Context: an optimization exercise on an open-source flow, tuned for small area, a short achievable clock period and few clock cycles. The choices shown serve that exercise and are no tape-out recipe. RTL that was checked went through simulation tests only; none was proved equivalent to the original.

Design perceptron_trainer_fixed, start of the top module:
module perceptron_trainer_fixed
#(
    parameter int             tam        = 16,
    parameter logic [tam-1:0] LR         = 16'h0400,
    parameter int             MAX_EPOCHS = 32
) (
    input  logic                 clk,
    input  logic                 rst,
    input  logic                 start,
    input  logic [3:0][tam-1:0]  in1,
    input  logic [3:0][tam-1:0]  in2,
    input  logic [3:0][tam-1:0]  d,
    input  logic [tam-1:0]       w0_init,
    input  logic [tam-1:0]       w1_init,
    input  logic [tam-1:0]       w2_init,
    output logic [tam-1:0]       w0,
    output logic [tam-1:0]       w1,
    output logic [tam-1:0]       w2,
    output logic                 busy,
    output logic                 done,
    output logic                 converged,
    output logic [7:0]           epoch_cnt
);
For scale: ~120 flip-flops, ~0.019 mm² of cells after synthesis.
export LEC_CHECK = 0
export CAP_MARGIN = 20
export CORE_MARGIN = 2
export CORE_UTILIZATION = 40
export CTS_BUF_LIST = sky130_fd_sc_hd__clkbuf_8
export SLEW_MARGIN = 20
export SYNTH_HIERARCHICAL = 1
export SYNTH_MINIMUM_KEEP_SIZE = 0
export TNS_END_PERCENT = 10
create_clock -name core_clock -period 13.0 [get_ports {clk}]
standard.sh (not shown) runs the stock make flow with config.mk's settings and CLKGATE_MAP_FILE= SYNTH_SCRIPT=/design/flow/synth_recipe.tcl, a recipe that flattens the netlist after the stock synthesis.
==> flow/flow/run.sh <==
#!/bin/bash
set -euo pipefail
export SETUP_SLACK_MARGIN="$(cat flow/setup_margin)"
# Port buffers: the smallest plain buffer rather than buffer_ports' default pick.
export BUFFER_PORTS_ARGS="-buffer_cell sky130_fd_sc_hd__buf_1"
bash standard.sh finish > flow_make.log 2>&1
==> flow/flow/setup_margin <==
6.75
Then changed:
==> flow/flow/setup_margin (replaced) <==
6.5
Effect: Register-to-register slack gets worse by 110 ps. Sequential share of layout area came out higher by 0.51 points. Final area is lower by 4.4%. Synthesized cell count stays the same. Worst setup slack is worse by 110 ps. Wire length shrinks by 3.3%. Final cell count shrinks by 2.0%. Clock skew fell by 12 ps.
No run of this note included a check of the RTL's function; only the layout flow was run.


before:
perceptron_trainer_fixed again, from the RTL that the note above started with.
export LEC_CHECK = 0
export CAP_MARGIN = 20
export CORE_MARGIN = 2
export CORE_UTILIZATION = 40
export CTS_BUF_LIST = sky130_fd_sc_hd__clkbuf_8
export SLEW_MARGIN = 20
export SYNTH_HIERARCHICAL = 1
export SYNTH_MINIMUM_KEEP_SIZE = 0
export TNS_END_PERCENT = 10
create_clock -name core_clock -period 13.0 [get_ports {clk}]
==> flow/flow/setup_margin <==
6.25
Scripts as last shown in full above: flow/flow/run.sh
before finished end to end and its layout was clean on timing, DRC and antenna.
## Diff of input files: after against before
==> flow/flow/setup_margin <==
6
## What came out
- Changes observed in after relative to before: share of the core filled with cells lower, final area went down 0.75%, clock latency at the later pin of the worst-skew pair saw little to no change.
- In terms of filler-free cell count of the finished design, after and before differ only marginally.
No run of this note included a check of the RTL's function; only the layout flow was run.


run 1:
perceptron_trainer_fixed, a different RTL version from the one above (not shown whole).
Size: ~120 flip-flops.
export LEC_CHECK = 0
export CAP_MARGIN = 20
export CORE_MARGIN = 2
export CORE_UTILIZATION = 40
export SLEW_MARGIN = 20
export SYNTH_HIERARCHICAL = 1
export SYNTH_MINIMUM_KEEP_SIZE = 0
create_clock -name core_clock -period 13.0 [get_ports {clk}]
==> flow/flow/setup_margin <==
7
Scripts as last shown in full above: flow/flow/run.sh
Testbench counts of run 1, summed over its fixed seeds: cycles 6,410.
Input changes introduced in run 2 (baseline for comparison: run 1):
# run 1
export LEC_CHECK = 0
export CAP_MARGIN = 20
export CORE_MARGIN = 2
export CORE_UTILIZATION = 40
export SLEW_MARGIN = 20
export SYNTH_HIERARCHICAL = 1
export SYNTH_MINIMUM_KEEP_SIZE = 0
create_clock -name core_clock -period 13.0 [get_ports {clk}]
# run 2
export LEC_CHECK = 0
export CAP_MARGIN = 20
export CORE_MARGIN = 2
export CORE_UTILIZATION = 40
export SETUP_SLACK_MARGIN = 5
export SLEW_MARGIN = 20
export SYNTH_HIERARCHICAL = 1
export SYNTH_MINIMUM_KEEP_SIZE = 0
create_clock -name core_clock -period 13.0 [get_ports {clk}]
==> flow/run.sh (new file) <==
#!/bin/bash
# synth_recipe.tcl (not shown) runs the flow's synth.tcl, then flattens the netlist and writes it again
# the make line also repeats each setting of config.mk as NAME=value (left out here)
make -C /OpenROAD-flow-scripts/flow DESIGN_CONFIG=/design/flow/config.mk WORK_HOME=/design/flow/orfs CLKGATE_MAP_FILE= SYNTH_SCRIPT=/design/flow/synth_recipe.tcl finish
removed: flow/flow/run.sh
removed: flow/flow/setup_margin
removed: flow/standard.sh
Findings:
- Run 2 ended up with a lower number of cells traversed by the worst register-to-register path than run 1 did.
- Between run 2 and run 1, total met2 wirelength after detailed routing is lower for run 2, run 1 comes in above that.
Setup changes, run 2 to run 3
# run 2
export LEC_CHECK = 0
export CAP_MARGIN = 20
export CORE_MARGIN = 2
export CORE_UTILIZATION = 40
export SETUP_SLACK_MARGIN = 5
export SLEW_MARGIN = 20
export SYNTH_HIERARCHICAL = 1
export SYNTH_MINIMUM_KEEP_SIZE = 0
create_clock -name core_clock -period 13.0 [get_ports {clk}]
# run 3
export LEC_CHECK = 0
export CAP_MARGIN = 20
export CORE_MARGIN = 2
export CORE_UTILIZATION = 40
export SLEW_MARGIN = 20
export SYNTH_HIERARCHICAL = 1
export SYNTH_MINIMUM_KEEP_SIZE = 0
create_clock -name core_clock -period 13.0 [get_ports {clk}]
==> flow/flow/run.sh (new file) <==
#!/bin/bash
set -euo pipefail
export SETUP_SLACK_MARGIN="$(cat flow/setup_margin)"
# Port buffers: the smallest plain buffer rather than buffer_ports' default pick.
export BUFFER_PORTS_ARGS="-buffer_cell sky130_fd_sc_hd__buf_1"
bash standard.sh finish > flow_make.log 2>&1
==> flow/flow/setup_margin (new file) <==
6
==> flow/standard.sh (new file) <==
#!/bin/bash
# synth_recipe.tcl (not shown) runs the flow's synth.tcl, then flattens the netlist and writes it again
# the make line also repeats each setting of config.mk as NAME=value (left out here)
make -C /OpenROAD-flow-scripts/flow DESIGN_CONFIG=/design/flow/config.mk WORK_HOME=/design/flow/orfs CLKGATE_MAP_FILE= SYNTH_SCRIPT=/design/flow/synth_recipe.tcl "${@:-finish}"
removed: flow/run.sh
Run 3: full flow OK, the timing, DRC and antenna checks passed
Taking run 2 as the reference, in run 3 worst-path maximum fanout down 32; area occupied by multi-input gates up 0.42%.
A end point of the critical path of epoch_q[4] is what run 3 shows, while w1_q[2] belongs to run 2.
From run 2 to run 3 the numbers moved as follows: final routed wirelength across all metal layers moved up; least setup slack across all paths after layout moved up; global-route met2 utilization moved up.
[run 3 vs run 2] final setup skew: lower in run 3
| worst slack after detailed placement | run 3 vs run 2 | worse |


perceptron_trainer_fixed, a different RTL version from the one above (not shown whole).
Size: ~1,800 cells after synthesis, about 120 flip-flops, ~0.018 mm2 of cells after synthesis.
==> flow/config.mk <==
export PLATFORM = sky130hd
export DESIGN_NAME = perceptron_trainer_fixed
export DESIGN_NICKNAME = perceptron_trainer_fixed
export VERILOG_FILES = /design/flow/design.v
export SDC_FILE = /design/flow/constraint.sdc
export NUM_CORES = 4
export LEC_CHECK = 0
export CAP_MARGIN = 20
export CORE_MARGIN = 2
export CORE_UTILIZATION = 40
export CTS_BUF_LIST = sky130_fd_sc_hd__clkbuf_8
export SLEW_MARGIN = 20
export SYNTH_HIERARCHICAL = 1
export SYNTH_MINIMUM_KEEP_SIZE = 0
export TNS_END_PERCENT = 10
==> flow/constraint.sdc <==
create_clock -name core_clock -period 13.0 [get_ports {clk}]
set_input_delay 2.6000 -clock core_clock [delete_from_list [all_inputs] [get_ports {clk}]]
set_output_delay 2.6000 -clock core_clock [all_outputs]
set_load 0.01 [all_outputs]
==> flow/flow/run.sh <==
#!/bin/bash
set -euo pipefail
export SETUP_SLACK_MARGIN="$(cat flow/setup_margin)"
# Port buffers: the smallest plain buffer rather than buffer_ports' default pick.
export BUFFER_PORTS_ARGS="-buffer_cell sky130_fd_sc_hd__buf_1"
# Clock tree: no dummy balancing loads, larger sink clusters.
export CTS_ARGS="-sink_clustering_enable -repair_clock_nets -buf_list sky130_fd_sc_hd__clkbuf_8 -dont_use_dummy_load -sink_clustering_size 24 -sink_clustering_max_diameter 60"
bash standard.sh finish > flow_make.log 2>&1
==> flow/flow/setup_margin <==
6
==> next run, changes <==
==> flow/flow/run.sh (replaced) <==
#!/bin/bash
set -euo pipefail
export SETUP_SLACK_MARGIN="$(cat flow/setup_margin)"
# Port buffers: the smallest plain buffer rather than buffer_ports' default pick.
export BUFFER_PORTS_ARGS="-buffer_cell sky130_fd_sc_hd__buf_1"
bash standard.sh finish > flow_make.log 2>&1
Utilization came out higher by 0.45 points. Register-to-register slack improved by 70 ps. Synthesized area stays the same. Routed wire length barely changes. Via count rises slightly. Worst hold slack is about the same. Clock-buffer cell count is unchanged. Cell area is higher slightly.
No functional check of the RTL was part of any run of this note.

## afterwards: timing with drivers on the ports
The flow's constraints put no driver on any port. The routed layouts listed below were extracted and timed again, unchanged, in two steps. Step 1 (the two cells are an assumption about what drives the block):
set clk [get_ports {clk}]
set_driving_cell -lib_cell sky130_fd_sc_hd__clkbuf_16 $clk
set_driving_cell -lib_cell sky130_fd_sc_hd__buf_2 [delete_from_list [all_inputs] $clk]
Step 2 moves the port delays by t, midway between the first and last clock arrival at a register: inputs arrive t later, outputs are due t later. That takes back most of the time a late clock gives input paths. Three values: no drivers, after step 1, after step 2; two values: the first two.
run	t, ns	setup WS [ns]	clock arrival spread, ns
the first run of note 1	0.606	6.749 / 6.749 / 6.749	0.028 / 0.028
the second run of note 1	0.595	6.643 / 6.643 / 6.643	0.016 / 0.016
before	0.599	6.420 / 6.420 / 6.420	0.019 / 0.020
after	0.594	6.204 / 6.204 / 6.204	0.016 / 0.016
run 1	0.516	6.539 / 6.539 / 6.539	0.014 / 0.014
run 2	0.506	5.715 / 5.715 / 5.715	0.017 / 0.017
run 3	0.530	6.244 / 6.244 / 6.244	0.015 / 0.015
the first run of note 4	0.550	6.294 / 6.294 / 6.294	0.029 / 0.029
the second run of note 4	0.557	6.361 / 6.361 / 6.361	0.016 / 0.015
After both steps setup and hold are still met in every run listed.
